This is an optimization exercise on Yosys and OpenROAD, whose aim is small area, a short achievable clock period and few clock cycles per item, not a production implementation. Function was checked by simulation only, so behaviour that the tests miss may differ from the original. No activity file was given, so power comes from the tool's default toggle rates.

==> fjord: inputs <==
==> flow/design.v <==
module reg_file_array #(
    parameter int DATA_W = 32,
    parameter int DEPTH  = 255
) (
    input  logic                  clk,
    input  logic                  reset,
    input  logic [15:0]           wsel_hi,
    input  logic [15:0]           wsel_lo,
    input  logic [15:0]           rsel_hi,
    input  logic [15:0]           rsel_lo,
    input  logic [DATA_W-1:0]     wdata,
    input  logic [DATA_W/8-1:0]   wstrb,
    output logic [DATA_W-1:0]     rdata
);
    localparam int NB = DATA_W / 8;
    logic [DEPTH-1:1][DATA_W-1:0] mem;
    logic [DEPTH-1:1]             vld;
    logic [DEPTH-1:1]             rsel;
    logic [DATA_W-1:0] wmask;
    for (genvar b = 0; b < NB; b++) begin : g_wm
        assign wmask[b*8 +: 8] = wdata[b*8 +: 8] & {8{wstrb[b]}};
    end
    for (genvar i = 1; i < DEPTH; i++) begin : g_row
        logic whit;
        assign whit = wsel_hi[i/16] && wsel_lo[i%16];
        always_ff @(posedge clk) begin
            if (!reset)
                vld[i] <= 1'b0;
            else if (whit)
                vld[i] <= 1'b1;
        end
        for (genvar b = 0; b < NB; b++) begin : g_byte
            always_ff @(posedge clk) begin
                if (whit && (wstrb[b] || !vld[i]))
                    mem[i][b*8 +: 8] <= wmask[b*8 +: 8];
            end
        end
        always_ff @(posedge clk)
            rsel[i] <= rsel_hi[i/16] && rsel_lo[i%16] && (vld[i] || whit);
    end
    always_comb begin
        rdata = '0;
        for (int i = 1; i < DEPTH; i++)
            rdata = rdata | (mem[i] & {DATA_W{rsel[i]}});
    end
endmodule
module reg_file_ctrl #(
    parameter int                DATA_W   = 32,
    parameter int                ADDR_W   = 8,
    parameter int                DEPTH    = 255,
    parameter int                RO_COUNT = 1,
    parameter logic [DATA_W-1:0] ID_VALUE = 32'hACC0_0001
) (
    input  logic                  clk,
    input  logic                  reset,
    input  logic                  req_valid,
    output logic                  req_ready,
    input  logic [1:0]            req_op,
    input  logic [ADDR_W-1:0]     req_addr,
    input  logic [DATA_W-1:0]     req_wdata,
    input  logic [DATA_W/8-1:0]   req_wstrb,
    output logic                  rsp_valid,
    input  logic                  rsp_ready,
    output logic [DATA_W-1:0]     rsp_rdata,
    output logic [3:0]            rsp_error,
    output logic [7:0]            err_count
);
    localparam logic [1:0] OP_WRITE = 2'b01;
    localparam logic [1:0] OP_READ  = 2'b10;
    localparam logic [1:0] OP_RSVD  = 2'b11;
    localparam logic [1:0] ERR_OK     = 2'd0;
    localparam logic [1:0] ERR_ADDR   = 2'd1;
    localparam logic [1:0] ERR_OPCODE = 2'd2;
    localparam logic [1:0] ERR_RO     = 2'd3;
    logic                c1, c2;        
    logic                wp;            
    logic [3:0]          rp;            
    logic [DATA_W-1:0]   qd0, qd1;
    logic [1:0]          qe0, qe1;
    logic v0;
    logic accept, take;
    assign accept = req_valid && req_ready;
    assign take   = c1 && rsp_ready;
    logic room;
    assign req_ready = reset && (room || rsp_ready);
    logic        i_max, i_zero, i_rd, i_wr;
    logic [1:0]  i_err;
    logic [15:0] i_lo, i_hi;
    assign i_max  = (req_addr == ADDR_W'(DEPTH));
    assign i_zero = (req_addr < ADDR_W'(RO_COUNT));
    assign i_lo   = 16'd1 << req_addr[3:0];
    assign i_hi   = 16'd1 << req_addr[7:4];
    assign i_rd   = (req_op == OP_READ) && !i_max;
    assign i_wr   = accept && (req_op == OP_WRITE) && !i_max && !i_zero;
    always_comb begin
        if (req_op == OP_RSVD)                 i_err = ERR_OPCODE;
        else if (i_max)                        i_err = ERR_ADDR;
        else if (req_op == OP_WRITE && i_zero) i_err = ERR_RO;
        else                                   i_err = ERR_OK;
    end
    logic [1:0]          err0;
    logic                id0;
    logic [15:0]         lo0, whi0;
    logic [DATA_W-1:0]   wdata0;
    logic [DATA_W/8-1:0] wstrb0;
    always_ff @(posedge clk) begin
        if (!reset)
            v0 <= 1'b0;
        else
            v0 <= accept;
        err0   <= i_err;
        id0    <= i_rd && i_zero;
        lo0    <= i_lo;
        whi0   <= i_wr ? i_hi : '0;
        wdata0 <= req_wdata;
        wstrb0 <= req_wstrb;
    end
    logic [DATA_W-1:0] arr_rdata, res0;
    reg_file_array #(
        .DATA_W (DATA_W),
        .DEPTH  (DEPTH)
    ) u_array (
        .clk     (clk),
        .reset   (reset),
        .wsel_hi (whi0),
        .wsel_lo (lo0),
        .rsel_hi (i_rd ? i_hi : 16'd0),
        .rsel_lo (i_lo),
        .wdata   (wdata0),
        .wstrb   (wstrb0),
        .rdata   (arr_rdata)
    );
    assign res0 = arr_rdata | (id0 ? ID_VALUE : '0);
    logic c1_n, c2_n;
    assign c1_n = c2 || v0 || (c1 && !take);
    assign c2_n = (c2 && !take) || (c1 && v0 && !take) || (c2 && v0);
    always_ff @(posedge clk) begin
        if (!reset) begin
            c1   <= 1'b0;
            c2   <= 1'b0;
            wp   <= 1'b0;
            rp   <= '0;
            room <= 1'b1;
        end else begin
            c1   <= c1_n;
            c2   <= c2_n;
            if (v0)   wp <= !wp;
            if (take) rp <= ~rp;
            room <= !(c2_n || (c1_n && accept));
        end
    end
    always_ff @(posedge clk) begin
        if (v0 && !wp) begin
            qd0 <= res0;
            qe0 <= err0;
        end
        if (v0 && wp) begin
            qd1 <= res0;
            qe1 <= err0;
        end
    end
    logic [1:0] em;
    assign em        = rp[0] ? qe1 : qe0;
    assign rsp_valid = c1;
    assign rsp_error = {2'b00, em};
    for (genvar b = 0; b < DATA_W/8; b++) begin : g_out
        assign rsp_rdata[b*8 +: 8] = rp[b] ? qd1[b*8 +: 8] : qd0[b*8 +: 8];
    end
    always_ff @(posedge clk) begin
        if (!reset)
            err_count <= 8'd0;
        else if (take && em != ERR_OK && err_count != 8'hFF)
            err_count <= err_count + 8'd1;
    end
endmodule
==> flow/run.sh <==
#!/bin/bash
# synth_recipe.tcl (not shown) runs the flow's synth.tcl, then flattens the netlist and writes it again
# the make line also repeats each setting of config.mk as NAME=value (left out here)
make -C /OpenROAD-flow-scripts/flow DESIGN_CONFIG=/design/flow/config.mk WORK_HOME=/design/flow/orfs CLKGATE_MAP_FILE= SYNTH_SCRIPT=/design/flow/synth_recipe.tcl finish
==> flow/config.mk <==
export PLATFORM = sky130hd
export DESIGN_NAME = reg_file_ctrl
export DESIGN_NICKNAME = reg_file_ctrl
export VERILOG_FILES = /design/flow/design.v
export SDC_FILE = /design/flow/constraint.sdc
export NUM_CORES = 4
export LEC_CHECK = 0
export CAP_MARGIN = 30
export CORE_MARGIN = 2
export CORE_UTILIZATION = 65
export PLACE_DENSITY = 0.72
export SETUP_SLACK_MARGIN = 5
export SLEW_MARGIN = 50
==> flow/constraint.sdc <==
create_clock -name core_clock -period 10.0 [get_ports {clk}]
set_input_delay 2.0000 -clock core_clock [delete_from_list [all_inputs] [get_ports {clk}]]
set_output_delay 2.0000 -clock core_clock [all_outputs]
set_load 0.01 [all_outputs]
==> amber (differences from fjord) <==
==> flow/design.v, changed modules only <==
module reg_file_ctrl #(
    parameter int                DATA_W   = 32,
    parameter int                ADDR_W   = 8,
    parameter int                DEPTH    = 255,
    parameter int                RO_COUNT = 1,
    parameter logic [DATA_W-1:0] ID_VALUE = 32'hACC0_0001
) (
    input  logic                  clk,
    input  logic                  reset,
    input  logic                  req_valid,
    output logic                  req_ready,
    input  logic [1:0]            req_op,
    input  logic [ADDR_W-1:0]     req_addr,
    input  logic [DATA_W-1:0]     req_wdata,
    input  logic [DATA_W/8-1:0]   req_wstrb,
    output logic                  rsp_valid,
    input  logic                  rsp_ready,
    output logic [DATA_W-1:0]     rsp_rdata,
    output logic [3:0]            rsp_error,
    output logic [7:0]            err_count
);
    localparam logic [1:0] OP_WRITE = 2'b01;
    localparam logic [1:0] OP_READ  = 2'b10;
    localparam logic [1:0] OP_RSVD  = 2'b11;
    localparam logic [1:0] ERR_OK     = 2'd0;
    localparam logic [1:0] ERR_ADDR   = 2'd1;
    localparam logic [1:0] ERR_OPCODE = 2'd2;
    localparam logic [1:0] ERR_RO     = 2'd3;
    logic                vm, vs;
    logic [DATA_W-1:0]   dm, ds;
    logic [1:0]          em, es;
    logic v0;
    logic accept, take;
    assign accept = req_valid && req_ready;
    assign take   = vm && rsp_ready;
    logic room;
    assign room      = !(vm && (vs || v0));
    assign req_ready = reset && (room || rsp_ready);
    logic        i_max, i_zero, i_rd, i_wr;
    logic [1:0]  i_err;
    logic [15:0] i_lo, i_hi;
    assign i_max  = (req_addr == ADDR_W'(DEPTH));
    assign i_zero = (req_addr < ADDR_W'(RO_COUNT));
    assign i_lo   = 16'd1 << req_addr[3:0];
    assign i_hi   = 16'd1 << req_addr[7:4];
    assign i_rd   = (req_op == OP_READ) && !i_max;
    assign i_wr   = accept && (req_op == OP_WRITE) && !i_max && !i_zero;
    always_comb begin
        if (req_op == OP_RSVD)                 i_err = ERR_OPCODE;
        else if (i_max)                        i_err = ERR_ADDR;
        else if (req_op == OP_WRITE && i_zero) i_err = ERR_RO;
        else                                   i_err = ERR_OK;
    end
    logic [1:0]          err0;
    logic                id0;
    logic [15:0]         lo0, whi0;
    logic [DATA_W-1:0]   wdata0;
    logic [DATA_W/8-1:0] wstrb0;
    always_ff @(posedge clk) begin
        if (!reset)
            v0 <= 1'b0;
        else
            v0 <= accept;
        err0   <= i_err;
        id0    <= i_rd && i_zero;
        lo0    <= i_lo;
        whi0   <= i_wr ? i_hi : '0;
        wdata0 <= req_wdata;
        wstrb0 <= req_wstrb;
    end
    logic [DATA_W-1:0] arr_rdata, res0;
    reg_file_array #(
        .DATA_W (DATA_W),
        .DEPTH  (DEPTH)
    ) u_array (
        .clk     (clk),
        .reset   (reset),
        .wsel_hi (whi0),
        .wsel_lo (lo0),
        .rsel_hi (i_rd ? i_hi : 16'd0),
        .rsel_lo (i_lo),
        .wdata   (wdata0),
        .wstrb   (wstrb0),
        .rdata   (arr_rdata)
    );
    assign res0 = arr_rdata | (id0 ? ID_VALUE : '0);
    logic free_m;
    assign free_m = !vm || rsp_ready;
    always_ff @(posedge clk) begin
        if (!reset) begin
            vm <= 1'b0;
            vs <= 1'b0;
        end else if (free_m) begin
            vm <= vs || v0;
            vs <= vs && v0;
        end else begin
            vs <= vs || v0;
        end
    end
    always_ff @(posedge clk) begin
        if (free_m) begin
            dm <= vs ? ds : res0;
            em <= vs ? es : err0;
        end
        if (free_m ? vs : !vs) begin
            ds <= res0;
            es <= err0;
        end
    end
    assign rsp_valid = vm;
    assign rsp_rdata = dm;
    assign rsp_error = {2'b00, em};
    always_ff @(posedge clk) begin
        if (!reset)
            err_count <= 8'd0;
        else if (take && em != ERR_OK && err_count != 8'hFF)
            err_count <= err_count + 8'd1;
    end
endmodule
- CAP_MARGIN: 30 -> 20
- CORE_UTILIZATION: 65 -> 55
- PLACE_DENSITY: 0.72 -> 0.65
- SLEW_MARGIN: 50 -> 20
==> comparison table <==
	amber	fjord
Outcome	finished with violations	complete, no violations
Violated checks	slew limit	-
Number of cell rows	277	255
Crit. Startpoint	rsp_ready	rp[1]
Final slew viol count	69	0
Number of signal-net buffers in the layout	1232	1250
Clock slew at reported path FFs	60 ps	70 ps
Reported leakage power	115 nW	116 nW
Ant diodes	156	502
Worst Setup Slack post-DPL	4070 ps	4780 ps
Total of fill cells in the finished design	39200	26600
Met1 track demand over resource in global routing	54.2%	60.7%
Reg power frac	55.1%	55.7%
DR WL met2	507 mm	495 mm
Number of buffers and inverters on the critical path	4	1
Multi-input combinational area share	15.1%	15.9%
CP peak stage delay	260 ps	760 ps
Power dissipated by switching net loads	15.1 mW	14.9 mW
Routed length per instance	47.1 um	47.7 um
Testbench counts of fjord, summed over its fixed seeds: cycles 16,016, items 16,000.
Testbench counts of amber, summed over its fixed seeds: cycles 16,016, items 16,000.

-- afterwards: timing with drivers on the ports --
The results above use ideal ports. As a check the final layouts listed here were re-extracted and re-timed, cells and wires unchanged. Step 1 sets driving cells, clkbuf_16 on the clock port and buf_2 on the other inputs (assumed; they add their load-dependent delay and slew). Step 2 times the ports against the registers' clock, not the clock port: input delays grow and output delays shrink by t, the midpoint of the rising clock arrivals with the driver on. a / b / c = no drivers / after step 1 / after step 2; a / b = the first two.
run	t (ns)	setup WS [ns]	clock arrival spread, ns	slew at the worst register clock pin (ns)
fjord	1.321	4.924 / 4.788 / 4.596	0.087 / 0.087	0.08 / 0.08
amber	1.321	5.040 / 5.016 / 4.259	0.096 / 0.096	0.07 / 0.07
For amber, which loses most, drivers alone change the setup slack by -0.024 ns; drivers and shift together by -0.781 ns.
